From an optimization exercise on the open Yosys and OpenROAD flow, aimed at small area, a short achievable clock period and few clock cycles per item; shortcuts taken in it are not production practice. Function was checked by simulation only, so behaviour that the tests miss may differ from the original.

==> wip/ember <==
==> flow/design.v <==
package mhpq_pkg;
  localparam int unsigned KeyW   = 32;
  localparam int unsigned EntryW = 8;
  typedef enum logic {
    CMD_INSERT  = 1'b0,
    CMD_REPLACE = 1'b1
  } command_e;
  typedef enum logic [1:0] {
    ST_OK    = 2'd0,
    ST_FULL  = 2'd1,
    ST_EMPTY = 2'd2
  } status_e;
endpackage
module mhpq_dpath #(
  parameter int unsigned CAPACITY = 128
) (
  input  logic        clk_i,
  input  logic        rst_ni,
  input  logic [31:0] coarse_key_i,
  input  logic [31:0] fine_key_i,
  input  logic [7:0]  count_i,
  input  logic        ins_i,
  input  logic        rep_i,
  input  logic [31:0] upd_key_i,
  output logic [31:0] top_o
);
  localparam int unsigned N   = CAPACITY;
  localparam int unsigned BS  = 8;           
  localparam int unsigned NB  = N / BS;      
  localparam int unsigned WIN = BS + 2;      
  logic [31:0]  slot_q [N];
  logic [N-1:0] valid;
  for (genvar i = 0; i < N; i++) begin : g_valid
    assign valid[i] = count_i > 8'(i);
  end
  logic [NB-1:0] pivot_gt, blk_q;
  for (genvar m = 0; m < NB; m++) begin : g_pivot
    logic gt;
    mhpq_gt u_gt (
      .a_i  (slot_q[BS*m+BS-1] ^ 32'h8000_0000),
      .b_i  (coarse_key_i ^ 32'h8000_0000),
      .gt_o (gt)
    );
    assign pivot_gt[m] = valid[BS*m+BS-1] & gt;
  end
  always_ff @(posedge clk_i) begin
    blk_q <= pivot_gt;
  end
  logic [NB:0]    blk_sel;
  logic [31:0]    win_key [WIN];
  logic [WIN-1:0] win_valid, win_gt;
  logic           gt_upd;
  for (genvar b = 0; b <= NB; b++) begin : g_sel
    if (b == 0) begin : g_first
      assign blk_sel[b] = ~blk_q[0];
    end else if (b == NB) begin : g_last
      assign blk_sel[b] = blk_q[NB-1];
    end else begin : g_mid
      assign blk_sel[b] = blk_q[b-1] & ~blk_q[b];
    end
  end
  for (genvar w = 0; w < WIN; w++) begin : g_win
    always_comb begin
      win_key[w]   = '0;
      win_valid[w] = 1'b0;
      for (int b = 0; b <= NB; b++) begin
        if (BS * b + w >= 1 && BS * b + w <= N) begin
          win_key[w]   = win_key[w] | ({32{blk_sel[b]}} & slot_q[BS*b+w-1]);
          win_valid[w] = win_valid[w] | (blk_sel[b] & valid[BS*b+w-1]);
        end
      end
    end
    logic gt;
    mhpq_gt u_gt (
      .a_i  (win_key[w] ^ 32'h8000_0000),
      .b_i  (fine_key_i ^ 32'h8000_0000),
      .gt_o (gt)
    );
    if (w == 0) begin : g_before
      assign win_gt[w] = (win_valid[w] & gt) | blk_sel[0];
    end else begin : g_in
      assign win_gt[w] = win_valid[w] & gt;
    end
  end
  mhpq_gt u_gt_upd (
    .a_i  (upd_key_i ^ 32'h8000_0000),
    .b_i  (fine_key_i ^ 32'h8000_0000),
    .gt_o (gt_upd)
  );
  logic [N-1:0] gt_now;
  for (genvar i = 0; i < N; i++) begin : g_now
    always_comb begin
      gt_now[i] = ((i + 1) / BS < NB) ? blk_q[(i+1)/BS] : 1'b0;
      for (int b = 0; b <= NB; b++) begin
        if (i + 1 >= BS * b && i + 1 < BS * b + WIN) begin
          gt_now[i] = gt_now[i] | (blk_sel[b] & win_gt[i+1-BS*b]);
        end
      end
    end
  end
  logic [N:0]   above_q;
  logic [N-1:0] above_d;
  always_ff @(posedge clk_i) begin
    above_q[N-1:0] <= above_d;
  end
  assign above_q[N] = 1'b0;
  for (genvar i = 0; i < N; i++) begin : g_slot
    logic take_prev, take_next, take_key, take_hold;
    logic [31:0] prev_v, next_v, slot_d;
    logic prev_a, next_a;
    if (i == 0) begin : g_first
      assign take_prev = 1'b0;
      assign take_key  = (ins_i & ~above_q[0]) | rep_i & ~above_q[1];
      assign prev_v    = '0;
      assign prev_a    = 1'b0;
    end else begin : g_rest
      assign take_prev = ins_i & ~above_q[i] & ~above_q[i-1];
      assign take_key  = (ins_i & ~above_q[i] & above_q[i-1]) | (rep_i & ~above_q[i+1] & above_q[i]);
      assign prev_v    = slot_q[i-1];
      assign prev_a    = gt_now[i-1];
    end
    if (i == N - 1) begin : g_last
      assign take_next = 1'b0;
      assign next_v    = '0;
      assign next_a    = 1'b0;
    end else begin : g_mid
      assign take_next = rep_i & above_q[i+1];
      assign next_v    = slot_q[i+1];
      assign next_a    = gt_now[i+1];
    end
    assign take_hold = ~(take_prev | take_next | take_key);
    assign slot_d = ({32{take_prev}} & prev_v) | ({32{take_next}} & next_v) |
                    ({32{take_key}} & upd_key_i) | ({32{take_hold}} & slot_q[i]);
    assign above_d[i] = (take_prev & prev_a) | (take_next & next_a) |
                        (take_key & gt_upd) | (take_hold & gt_now[i]);
    if (i == 0) begin : g_rst
      always_ff @(posedge clk_i or negedge rst_ni) begin
        if (!rst_ni) begin
          slot_q[i] <= '0;
        end else begin
          slot_q[i] <= slot_d;
        end
      end
    end else begin : g_nrst
      always_ff @(posedge clk_i) begin
        slot_q[i] <= slot_d;
      end
    end
  end
  assign top_o = slot_q[0];
endmodule
module mhpq_gt (
  input  logic [31:0] a_i,
  input  logic [31:0] b_i,
  output logic        gt_o
);
  logic [31:0] gt0, ge0;
  logic [15:0] gt1, ge1;
  logic [7:0]  gt2, ge2;
  logic [3:0]  gt3, ge3;
  logic [1:0]  gt4, ge4;
  assign gt0 = a_i & ~b_i;
  assign ge0 = a_i | ~b_i;
  for (genvar j = 0; j < 16; j++) begin : g_l1
    assign gt1[j] = gt0[2*j+1] | (ge0[2*j+1] & gt0[2*j]);
    assign ge1[j] = gt0[2*j+1] | (ge0[2*j+1] & ge0[2*j]);
  end
  for (genvar j = 0; j < 8; j++) begin : g_l2
    assign gt2[j] = gt1[2*j+1] | (ge1[2*j+1] & gt1[2*j]);
    assign ge2[j] = gt1[2*j+1] | (ge1[2*j+1] & ge1[2*j]);
  end
  for (genvar j = 0; j < 4; j++) begin : g_l3
    assign gt3[j] = gt2[2*j+1] | (ge2[2*j+1] & gt2[2*j]);
    assign ge3[j] = gt2[2*j+1] | (ge2[2*j+1] & ge2[2*j]);
  end
  for (genvar j = 0; j < 2; j++) begin : g_l4
    assign gt4[j] = gt3[2*j+1] | (ge3[2*j+1] & gt3[2*j]);
    assign ge4[j] = gt3[2*j+1] | (ge3[2*j+1] & ge3[2*j]);
  end
  assign gt_o = gt4[1] | (ge4[1] & gt4[0]);
endmodule
module mhpq_ctrl #(
  parameter int unsigned CAPACITY = 128
) (
  input  logic        clk_i,
  input  logic        rst_ni,
  input  logic        start_i,
  input  logic [32:0] word_i,
  output logic        busy_o,
  output logic [31:0] coarse_key_o,
  output logic [31:0] fine_key_o,
  output logic        ins_o,
  output logic        rep_o,
  output logic [31:0] upd_key_o,
  output logic        done_o,
  output logic [1:0]  status_o,
  output logic [7:0]  count_o
);
  localparam int unsigned SlotW = $clog2(CAPACITY + 1);
  logic             cmd1_v_q, cmd2_v_q, cmd3_v_q;
  logic [32:0]      word1_q, word2_q;
  logic [31:0]      key3_q;
  logic [SlotW-1:0] count_q;
  logic             ins_q, rep_q;
  logic             full_next, empty_next;
  logic [1:0]       status_d;
  logic             done_q;
  logic [1:0]       status3_q, status_q;
  assign busy_o = 1'b0;
  always_ff @(posedge clk_i or negedge rst_ni) begin
    if (!rst_ni) begin
      cmd1_v_q <= 1'b0;
      cmd2_v_q <= 1'b0;
    end else begin
      cmd1_v_q <= start_i;
      cmd2_v_q <= cmd1_v_q;
    end
  end
  always_ff @(posedge clk_i) begin
    word1_q <= word_i;
    word2_q <= word1_q;
    key3_q  <= word2_q[31:0];
  end
  assign coarse_key_o = word1_q[31:0];
  assign fine_key_o   = word2_q[31:0];
  assign full_next  = (count_q == SlotW'(CAPACITY)) |
                      (ins_q & (count_q == SlotW'(CAPACITY - 1)));
  assign empty_next = (count_q == '0) & ~ins_q;
  always_comb begin
    status_d = mhpq_pkg::ST_OK;
    if (word2_q[32] == mhpq_pkg::CMD_INSERT) begin
      if (full_next) status_d = mhpq_pkg::ST_FULL;
    end else begin
      if (empty_next) status_d = mhpq_pkg::ST_EMPTY;
    end
  end
  always_ff @(posedge clk_i or negedge rst_ni) begin
    if (!rst_ni) begin
      cmd3_v_q <= 1'b0;
      ins_q    <= 1'b0;
      rep_q    <= 1'b0;
    end else begin
      cmd3_v_q <= cmd2_v_q;
      ins_q    <= cmd2_v_q & (word2_q[32] == mhpq_pkg::CMD_INSERT) & ~full_next;
      rep_q    <= cmd2_v_q & (word2_q[32] == mhpq_pkg::CMD_REPLACE) & ~empty_next;
    end
  end
  always_ff @(posedge clk_i) begin
    status3_q <= status_d;
    status_q  <= status3_q;
  end
  assign ins_o     = ins_q;
  assign rep_o     = rep_q;
  assign upd_key_o = key3_q;
  always_ff @(posedge clk_i or negedge rst_ni) begin
    if (!rst_ni) begin
      count_q  <= '0;
      done_q   <= 1'b0;
    end else begin
      done_q <= cmd3_v_q;
      if (ins_q) begin
        count_q <= count_q + SlotW'(1);
      end
    end
  end
  assign done_o   = done_q;
  assign status_o = status_q;
  assign count_o  = 8'(count_q);
endmodule
module max_heap_priority_queue #(
  parameter int unsigned CAPACITY = 128
) (
  input  logic                clk_i,
  input  logic                rst_ni,
  input  logic                start,
  output logic                busy,
  input  logic [32:0]         word_i,
  output logic                done_o,
  output logic [41:0]         result_o
);
  logic        ins, rep;
  logic [31:0] coarse_key, fine_key, upd_key, top;
  mhpq_ctrl #(
    .CAPACITY (CAPACITY)
  ) u_ctrl (
    .clk_i        (clk_i),
    .rst_ni       (rst_ni),
    .start_i      (start),
    .word_i       (word_i),
    .busy_o       (busy),
    .coarse_key_o (coarse_key),
    .fine_key_o   (fine_key),
    .ins_o        (ins),
    .rep_o        (rep),
    .upd_key_o    (upd_key),
    .done_o       (done_o),
    .status_o     (result_o[41:40]),
    .count_o      (result_o[7:0])
  );
  mhpq_dpath #(
    .CAPACITY (CAPACITY)
  ) u_dpath (
    .clk_i        (clk_i),
    .rst_ni       (rst_ni),
    .coarse_key_i (coarse_key),
    .fine_key_i   (fine_key),
    .count_i      (result_o[7:0]),
    .ins_i        (ins),
    .rep_i        (rep),
    .upd_key_i    (upd_key),
    .top_o        (top)
  );
  assign result_o[39:8] = top;
endmodule
==> flow/run.sh <==
#!/bin/bash
# synth_recipe.tcl (not shown) runs the flow's synth.tcl, then flattens the netlist and writes it again
# the make line also repeats each setting of config.mk as NAME=value (left out here)
make -C /OpenROAD-flow-scripts/flow DESIGN_CONFIG=/design/flow/config.mk WORK_HOME=/design/flow/orfs CLKGATE_MAP_FILE= SYNTH_SCRIPT=/design/flow/synth_recipe.tcl finish
==> flow/config.mk <==
export PLATFORM = sky130hd
export DESIGN_NAME = max_heap_priority_queue
export DESIGN_NICKNAME = max_heap_priority_queue
export VERILOG_FILES = /design/flow/design.v
export SDC_FILE = /design/flow/constraint.sdc
export NUM_CORES = 4
export LEC_CHECK = 0
export CAP_MARGIN = 20
export CORE_MARGIN = 2
export CORE_UTILIZATION = 55
export PLACE_DENSITY = 0.65
export SLEW_MARGIN = 20
==> flow/constraint.sdc <==
create_clock -name core_clock -period 12.0 [get_ports {clk_i}]
set_input_delay 2.4000 -clock core_clock [delete_from_list [all_inputs] [get_ports {clk_i}]]
set_output_delay 2.4000 -clock core_clock [all_outputs]
set_load 0.01 [all_outputs]
==> wip/xenon (differences from wip/ember) <==
==> flow/flow/run.sh (new file) <==
#!/bin/bash
set -euo pipefail
bash standard.sh SETUP_SLACK_MARGIN=7.5 finish > standard_make.log 2>&1
==> flow/standard.sh (new file) <==
#!/bin/bash
# synth_recipe.tcl (not shown) runs the flow's synth.tcl, then flattens the netlist and writes it again
# the make line also repeats each setting of config.mk as NAME=value (left out here)
make -C /OpenROAD-flow-scripts/flow DESIGN_CONFIG=/design/flow/config.mk WORK_HOME=/design/flow/orfs CLKGATE_MAP_FILE= SYNTH_SCRIPT=/design/flow/synth_recipe.tcl "${@:-finish}"
removed: flow/run.sh
==> results.json <==
{
  "status": "did not finish",
  "stop_stage": "5_1_grt",
  "firstError": "[ERROR GRT-0116] Global routing finished with congestion. Check the congestion regions in the DRC Viewer.",
  "grt_pass1_vias": 332000,
  "grtUsageMet2": 1.23,
  "grt_pass1_wl_mm": 3350,
  "cts_hold_buf": 0,
  "globalRouteMet1Util": 1.07,
  "gr-usage-all-layers": 1.11,
  "overflow": 45100
}
# the run above: wip/ember

==> results.json <==
{
  "status": "did not finish",
  "grt_pass1_vias": 337000,
  "grtUsageMet2": 1.30,
  "overflow": 56200,
  "grt_pass1_wl_mm": 3440,
  "firstError": "[ERROR GRT-0116] Global routing finished with congestion. Check the congestion regions in the DRC Viewer.",
  "cts_hold_buf": 0,
  "globalRouteMet1Util": 1.10,
  "gr-usage-all-layers": 1.15,
  "stop_stage": "5_1_grt"
}
# the run above: wip/xenon

Testbench counts of wip/ember, summed over its fixed seeds: cycles 3,104, items 3,072.
Testbench counts of wip/xenon, summed over its fixed seeds: cycles 3,104, items 3,072.
